Source: an optimization exercise on an open RTL-to-GDS flow (aim: small area and a short achievable clock period). Production flows keep margins and buffers that such runs may drop. Where RTL was checked, it was by simulation tests only, not by an equivalence proof against the original. Power figures rest on the tool's default switching activity, not on a simulated workload.

==> inputs of trial 5 <==
==> flow/design.v (excerpt) <==
module alu_32
(
  input  logic              clk,
  input  logic              rst,
  input  logic [2:0]        ALU_OP,
  input  logic [alu_32_pkg::DATA_W-1:0] A,
  input  logic [alu_32_pkg::DATA_W-1:0] B,
  input  logic              C_I,
  output logic [alu_32_pkg::DATA_W-1:0] R,
  output logic              C_O
);
==> flow/config.mk <==
export PLATFORM = sky130hd
export DESIGN_NAME = alu_32
export DESIGN_NICKNAME = alu_32
export VERILOG_FILES = /design/flow/design.v
export SDC_FILE = /design/flow/constraint.sdc
export NUM_CORES = 4
export LEC_CHECK = 0
export CAP_MARGIN = 20
export CORE_MARGIN = 2
export CORE_UTILIZATION = 40
export SETUP_SLACK_MARGIN = 1.5
export SLEW_MARGIN = 20
export SYNTH_HIERARCHICAL = 1
export SYNTH_MINIMUM_KEEP_SIZE = 0
==> flow/constraint.sdc <==
create_clock -name core_clock -period 11.0 [get_ports {clk}]
set_input_delay 2.2000 -clock core_clock [delete_from_list [all_inputs] [get_ports {clk}]]
set_output_delay 2.2000 -clock core_clock [all_outputs]
set_load 0.01 [all_outputs]
standard.sh (not shown) runs the stock make flow with config.mk's settings and CLKGATE_MAP_FILE= SYNTH_SCRIPT=/design/flow/synth_recipe.tcl, a recipe that flattens the netlist after the stock synthesis.
==> flow/flow/run.sh <==
#!/bin/bash
# Layout flow: the standard synthesis, then every combinational cell set to the
# smallest drive of its family (the layout's repair steps size up again where
# timing, slew or capacitance need it), then the standard layout steps with
# small port buffers. Each step's full output goes to a log file here.
set -euo pipefail
R=$PWD/orfs/results/$FLOW_PLATFORM/alu_32/base
LIB=$FLOW_HOME/platforms/$FLOW_PLATFORM/lib/sky130_fd_sc_hd__tt_025C_1v80.lib
EXTRA=()
[[ -f flow/extra.txt ]] && mapfile -t EXTRA < <(grep -v '^#' flow/extra.txt | grep .)
bash standard.sh "${EXTRA[@]}" "$R/1_2_yosys.v" > synth.log 2>&1
cp "$R/1_2_yosys.v" yosys_std.v
python3 flow/downsize.py "$LIB" yosys_std.v "$R/1_2_yosys.v" > downsize.log 2>&1
bash standard.sh "${EXTRA[@]}" finish > layout.log 2>&1
Other scripts of this flow, unchanged in this note and not shown: flow/flow/downsize.py, flow/flow/extra.txt
==> trial 23 (differences from trial 5) <==
--- a/flow/design.v
+++ b/flow/design.v
@@ -715,14 +715,42 @@
   input  logic s,
   input  logic a,
   input  logic b,
   output logic y
 );
   assign y = s ? a : b;
 endmodule
+module alu_32_rsel
+(
+  input  logic s1,
+  input  logic s2,
+  input  logic sm,
+  input  logic a,
+  input  logic am,
+  input  logic an,
+  output logic ppn
+);
+  assign ppn = ~((s1 & a) | (s2 & am) | (sm & an));
+endmodule
+module alu_32_hxn
+(
+  input  logic a,
+  input  logic b,
+  output logic y
+);
+  assign y = ~(a ^ b);
+endmodule
+module alu_32_hor
+(
+  input  logic a,
+  input  logic b,
+  output logic y
+);
+  assign y = a | b;
+endmodule
 module alu_32_mxi
 (
   input  logic s,
   input  logic a,
   input  logic b,
   output logic y
 );
@@ -1624,15 +1652,15 @@
   logic hc_29;
   logic [DATA_W-1:0] t1, t2;      
   logic [DATA_W-1:0] sufb;        
   logic              hi_pp;       
   logic              c_one, c_zero;
   logic              is_add, is_sub, is_mul, is_slt, inv_b;
   logic              sel_s, sel_p, sel_g, sel_n, sel_slt, sel_c, sel_ovf;
-  logic [DATA_W-1:0] x, y, s, pr, gn, bx;
+  logic [DATA_W-1:0] x, y, s, pr, gn, bx, bxn;
   logic              ci, co, slt;
   logic [DATA_W-1:0] r_d, r_q;
   logic              c_d, c_q;
   assign bone_0 = (B[0] ^ 1'b0);
   assign btwo_0 = ((B[1] & ~B[0] & ~1'b0) | (~B[1] & B[0] & 1'b0));
   assign bneg_0 = B[1];
   assign pp_0_0 = ((bone_0 & A[0]) | (btwo_0 & 1'b0)) ^ bneg_0;
==> flow/config.mk (replaced) <==
export PLATFORM = sky130hd
export DESIGN_NAME = alu_32
export DESIGN_NICKNAME = alu_32
export VERILOG_FILES = /design/flow/design.v
export SDC_FILE = /design/flow/constraint.sdc
export NUM_CORES = 4
export LEC_CHECK = 0
export CAP_MARGIN = 20
export CORE_MARGIN = 2
export CORE_UTILIZATION = 40
export SETUP_SLACK_MARGIN = 3
export SLEW_MARGIN = 20
export SYNTH_HIERARCHICAL = 1
export SYNTH_MINIMUM_KEEP_SIZE = 0
export TNS_END_PERCENT = 0
==> summary of the runs <==
Combinational power: trial 23 is larger than trial 5 (about 9%). In flip-flop and latch count, trial 23 and trial 5 do not differ. Hold slack: trial 23 is better than trial 5 (0.0016 ns). Sequential power is about the same in trial 23 and trial 5. Between trial 23 and trial 5, the lower cell count is in trial 5 (gap 2.8%, measured against trial 5). Clock-buffer cell count is the same in trial 23 and trial 5. In trial 5 the first-iteration DRC count is smaller than in trial 23, by about 13%. Critical path depth is the same in trial 5 and trial 23.
==> figures <==
                                                                       trial 5     trial 23
Worst max-slew margin expressed relative to the limit                    22.3%        30.3%
Sequential share of power                                                 3.2%         2.9%
Portion of total power attributed to combinational logic                 93.4%        93.9%
Sequential portion of the cell area                                      4.19%        3.88%
Run status                                    no timing/DRC/antenna violations  no timing/DRC/antenna violations
Data arrival time of the critical path                                 9.09 ns      7.97 ns
Switching part of the total power                                        55.3%        54.9%
Power per Cell Area                                                344 nW/um^2  345 nW/um^2
Vias per inst                                                             6.27         6.32
Crit-path max FO                                                            30           22
Final standard cell count with taps included and fillers excluded         2146         2206
Number of ordinary and repair buffers in the finished layout               137          197
Largest stage delay on the critical path                               0.61 ns      0.51 ns
FILL cells                                                                3552         3433
Actual transition at the worst max-transition pin                      1.17 ns      1.02 ns
Met2 wire length                                                      25100 um     26100 um
Global routing met3 resource utilization                                 5.04%        5.28%
No run of this note included a check of the RTL's function; only the layout flow was run.

---

==> inputs of delta <==
Another version of the RTL of alu_32 (not shown whole).
Settings: LEC_CHECK=0, CAP_MARGIN=20, CORE_MARGIN=2, CORE_UTILIZATION=40, PLACE_DENSITY=0.7, SETUP_SLACK_MARGIN=3.25, SLEW_MARGIN=20, SYNTH_HIERARCHICAL=1, SYNTH_MINIMUM_KEEP_SIZE=0, TNS_END_PERCENT=0; clock period 11.0 ns.
==> flow/flow/downsize.py <==
#!/usr/bin/env python3
"""Rewrite a mapped netlist so each combinational cell uses the smallest-area
variant of its cell family (same name without the _N drive suffix, same pins).
Flip-flops are left alone. The layout's repair steps upsize again where timing,
slew or capacitance need it.
usage: downsize.py LIBERTY NETLIST_IN NETLIST_OUT [dont_use ...]"""
import re
import sys

lib, src, dst = sys.argv[1:4]
dont = set(sys.argv[4:])
area = {}
pins = {}
cur = None
for line in open(lib):
    m = re.match(r'\s*cell\s*\(\s*"?([\w]+)"?\s*\)', line)
    if m:
        cur = m.group(1)
        pins[cur] = set()
        continue
    m = re.match(r'\s*area\s*:\s*([\d.]+)', line)
    if m and cur and cur not in area:
        area[cur] = float(m.group(1))
    m = re.match(r'\s*pin\s*\(\s*"?(\w+)"?\s*\)', line)
    if m and cur:
        pins[cur].add(m.group(1))

fam = {}
for c in area:
    m = re.match(r'(sky130_fd_sc_hd__\w+?)_(\d+)$', c)
    if m and c not in dont:
        fam.setdefault(m.group(1), []).append(c)

seq = re.compile(r'sky130_fd_sc_hd__(df|dl|sdf|edf|lpflow|probe|clkdly|dly|tap|fill|decap|conb)')
best = {}
for f, cs in fam.items():
    if seq.match(f):
        continue
    for c in cs:
        cands = [x for x in cs if pins[x] == pins[c]]
        best[c] = min(cands, key=lambda x: (area[x], x))

txt = open(src).read()
count = {}


def sub(m):
    c = m.group(1)
    b = best.get(c, c)
    if b != c:
        count[(c, b)] = count.get((c, b), 0) + 1
    return b + m.group(2)


txt = re.sub(r'\b(sky130_fd_sc_hd__\w+)(\s+[\\\w$.\[\]]+\s*\()', sub, txt)
open(dst, 'w').write(txt)
for (c, b), n in sorted(count.items()):
    print(f"{n:5d} {c} -> {b}")
==> flow/flow/extra.txt <==
# extra ORFS make variables, one per line
BUFFER_PORTS_ARGS=-buffer_cell sky130_fd_sc_hd__buf_2
REMOVE_ABC_BUFFERS=1
Scripts as last shown in full above: flow/flow/run.sh
==> willow (differences from delta) <==
--- a/flow/config.mk
+++ b/flow/config.mk
@@ -8,8 +8,7 @@
 export CAP_MARGIN = 20
 export CORE_MARGIN = 2
 export CORE_UTILIZATION = 40
-export PLACE_DENSITY = 0.7
-export SETUP_SLACK_MARGIN = 3.25
+export SETUP_SLACK_MARGIN = 3.15
 export SLEW_MARGIN = 20
 export SYNTH_HIERARCHICAL = 1
 export SYNTH_MINIMUM_KEEP_SIZE = 0
==> nickel (differences from delta) <==
--- a/flow/config.mk
+++ b/flow/config.mk
@@ -7,8 +7,7 @@
 export LEC_CHECK = 0
 export CAP_MARGIN = 20
 export CORE_MARGIN = 2
-export CORE_UTILIZATION = 40
-export PLACE_DENSITY = 0.7
+export CORE_UTILIZATION = 50
 export SETUP_SLACK_MARGIN = 3.25
 export SLEW_MARGIN = 20
 export SYNTH_HIERARCHICAL = 1
==> juniper (differences from delta) <==
--- a/flow/config.mk
+++ b/flow/config.mk
@@ -7,8 +7,7 @@
 export LEC_CHECK = 0
 export CAP_MARGIN = 20
 export CORE_MARGIN = 2
-export CORE_UTILIZATION = 40
-export PLACE_DENSITY = 0.7
+export CORE_UTILIZATION = 35
 export SETUP_SLACK_MARGIN = 3.25
 export SLEW_MARGIN = 20
 export SYNTH_HIERARCHICAL = 1
==> flow_summary.yaml <==
cells_and_area:
  antenna-diode-count: 1
drt:
  drt-total-wl_mm: 53.35
power:
  clkPwrFrac_pct: 3.9
sta:
  fmax_ghz: 0.1318
outcome:
  status: "no timing/DRC/antenna violations"
-- figures above: delta

==> flow_summary.yaml <==
power:
  clkPwrFrac_pct: 3.5
outcome:
  status: "no timing/DRC/antenna violations"
sta:
  fmax_ghz: 0.1315
cells_and_area:
  antenna-diode-count: 0
-- figures above: willow

==> flow_summary.yaml <==
outcome:
  status: "no timing/DRC/antenna violations"
cells_and_area:
  fin_nets: 2082
  antenna-diode-count: 0
drt:
  drt-total-wl_mm: 54.10
sta:
  hold_ws_ns: 2.333
hold_path:
  worstHoldEndpoint: "r_q[0]"
power:
  clkPwrFrac_pct: 3.9
critical_path:
  worst-path-buf-inv: 2
-- figures above: nickel

==> flow_summary.yaml <==
sta:
  fmax_ghz: 0.1319
  layout_min_cycle_time_ns: 7.582
cells_and_area:
  antenna-diode-count: 2
hold_path:
  hold_start: "rst"
drt:
  drt-total-wl_mm: 56.86
outcome:
  status: "no timing/DRC/antenna violations"
-- figures above: juniper

## re-timing with driven ports
In the flow no input, the clock included, has a driving cell. The finished layouts below were timed again as built, in two steps. Step 1 assumes that a clkbuf_16 drives the clock port and a buf_2 every other input. Step 2, shift: input delay + t, output delay - t, t = (earliest + latest rising clock arrival at the registers) / 2. This alone moves slack from input paths to output paths. Slacks: ideal / step 1 / step 2; pairs: ideal / step 1.
run | t, ns | slack for setup (ns) | worst setup path after step 2 | slew at the worst register clock pin (ns) | worst data-port slew with drivers (ns)
trial 5 | 0.320 | 2.070 / 2.074 / 1.755 | input to register | 0.07 / 0.07 | 0.11
trial 23 | 0.322 | 3.184 / 3.107 / 2.785 | input to register | 0.07 / 0.07 | 0.11
delta | 0.334 | 3.411 / 3.432 / 3.098 | input to register | 0.06 / 0.06 | 0.09
willow | 0.343 | 3.396 / 3.394 / 3.051 | input to register | 0.06 / 0.06 | 0.06
nickel | 0.336 | 3.452 / 3.453 / 3.118 | input to register | 0.06 / 0.06 | 0.09
juniper | 0.338 | 3.418 / 3.434 / 3.096 | input to register | 0.07 / 0.07 | 0.11
After both steps every run listed still meets setup and hold. The setup slack of trial 23, which loses most, moves by -0.077 ns with the drivers and by -0.399 ns with both steps.
